Background: an optimization exercise with open tools, aiming at small area, a short achievable clock period and few clock cycles per item. Do not read the settings as production practice.
No activity file was given, so power comes from the tool's default toggle rates.

run A:
## header_length_frame_receiver_core
module header_length_frame_receiver_core
#(
   parameter int BUF_DEPTH = BUF_DEPTH_DEF
) (
   input  logic                clock,
   input  logic                reset,
   input  logic                req_valid,
   output logic                req_ready,
   input  logic [OPCODE_W-1:0] req_opcode,
   input  logic [BYTE_W-1:0]   req_rx_byte,
   input  logic [INDEX_W-1:0]  req_read_index,
   output logic                rsp_valid,
   input  logic                rsp_ready,
   output logic                rsp_frame_done,
   output logic [COUNT_W-1:0]  rsp_byte_count,
   output logic [BYTE_W-1:0]   rsp_read_data,
   output logic [EVENT_W-1:0]  rsp_event_code
);
   localparam int GRP = 16;
   localparam int NG  = 256 / GRP;
   localparam int GW  = $clog2(GRP);
   localparam int RW  = 1 + COUNT_W + BYTE_W + EVENT_W;
   logic               accept;
   logic               wr_en;
   logic [7:0]         wr_pos;
   hlfr_pkg::hlfr_status_type status;
   logic [NG-1:0][BYTE_W-1:0] grp_data;
   logic               s1_valid_ff;
   hlfr_pkg::hlfr_status_type s1_stat_ff;
   logic               s1_rd_ff;
   logic [7-GW:0]      s1_hi_ff;
   logic [NG-1:0][BYTE_W-1:0] s1_grp_ff;
   logic [BYTE_W-1:0]  s1_data;
   logic [RW-1:0]      s1_res;
   logic [2:0][RW-1:0] q_ff;
   logic [2:0]         qv_ff;
   logic               ready_ff;
   logic               take;
   logic [2:0]         sh_v;
   logic [2:0][RW-1:0] sh_q;
   logic [2:0]         inflight;
   assign accept    = req_valid && ready_ff;
   assign req_ready = ready_ff;
   hlfr_ctrl u_ctrl (
      .clock  (clock),
      .reset  (reset),
      .accept (accept),
      .opcode (req_opcode),
      .rx_byte(req_rx_byte),
      .wr_en  (wr_en),
      .wr_pos (wr_pos),
      .status (status)
   );
   hlfr_store #(.GRP(GRP)) u_store (
      .clock   (clock),
      .wr_en   (wr_en),
      .wr_addr (wr_pos),
      .wr_data (req_rx_byte),
      .rd_lo   (req_read_index[GW-1:0]),
      .grp_data(grp_data)
   );
   always_ff @(posedge clock) begin
      s1_stat_ff <= status;
      s1_rd_ff   <= req_opcode == OP_READ;
      s1_hi_ff   <= req_read_index[7:GW];
      s1_grp_ff  <= grp_data;
   end
   assign s1_data = s1_rd_ff ? s1_grp_ff[s1_hi_ff] : '0;
   assign s1_res  = {s1_stat_ff.frame_done, s1_stat_ff.byte_count, s1_data,
  ...
For scale: roughly 4500 cells after synthesis, roughly 45 I/O pins, about 87000 µm² of cells after synthesis.
clock: 5.0 ns
lec_check: 0
cap_margin: 20
core_margin: 2
core_utilization: 40
setup_slack_margin: 2.55
slew_margin: 20
run.sh (not shown) runs the stock make flow with config.mk's settings and CLKGATE_MAP_FILE= SYNTH_SCRIPT=/design/flow/synth_recipe.tcl, a recipe that flattens the netlist after the stock synthesis.
Here is what was changed in the inputs of run B compared with run A.
- changing SETUP_SLACK_MARGIN from 2.55 to 2.3
- setting ABC_CLOCK_PERIOD_IN_PS to 2500 for the first time
--- outcome ---
The met1 track demand over resource of run B falls short of that of run A by 1.9 points. Run A → run B: post-route worst setup slack lower, final instance area shows a reduction of 1.7%. Run A -> run B: total wire length after detailed routing decreased by a few percent. Run B and run A ended up with roughly the same clock network fraction of total power. Run B vs. run A: area used by sequential logic in the layout held steady; number of vias in the routed layout fell by 720. When run B is measured against run A, its antenna diode instance count turns out 1 higher. Proportion of power drawn by combinational gates came out lower on run B than on run A. Taking run A as the reference, in run B fraction of area in registers has increased; post-synthesis share of cell area spent on full adders, half adders and majority gates has remained practically unchanged.
Changes in run C relative to run B:
- removing ABC_CLOCK_PERIOD_IN_PS (formerly 2500)
--- outcome ---
- Reported for run B and run C, final cell utilization of the core turned out identical to the last digit.
- Share of total power in sequential cells essentially unchanged between run C and run B.
- In terms of total via count after detailed routing, run B and run C differ only marginally.
- Run B and run C ended up with nearly the same detailed-route DRC error count.
- Comparing run C against run B, there is no change at all in simple-gate share of the synthesized area.
- Between run C and run B, the final-layout clock buffer total figures differ only marginally.
- Comparing run B against run C, there is no change at all in cell area.
- Run C finished every stage and its layout cleared the timing, design-rule and antenna checks.
No run of this note included a check of the RTL's function; only the layout flow was run.

afterwards: timing with drivers on the ports:
How much do the figures lean on ideal ports? The routed layouts below were timed once more, with nothing changed but the port constraints. Step 1 assumes that a clkbuf_16 drives the clock port and a buf_2 every other input. Step 2 adds t to the input delays and takes it off the output delays; t is the mean of the earliest and latest rising clock arrival at the registers after step 1. Input paths then give back, and output paths get back, about the clock's delay inside the block. a / b / c = no drivers / after step 1 / after step 2; a / b = the first two.
run	t (ns)	slack for setup (ns)	worst setup path at the end	worst register clock-pin slew, ns	cell pins on the clock port's net
run A	0.942	2.435 / 2.435 / 1.605	input to register	0.07 / 0.07	1
run B	0.936	2.282 / 2.282 / 1.408	input to register	0.07 / 0.07	1
run C	0.936	2.282 / 2.282 / 1.408	input to register	0.07 / 0.07	1
After both steps setup and hold are still met in every run listed.
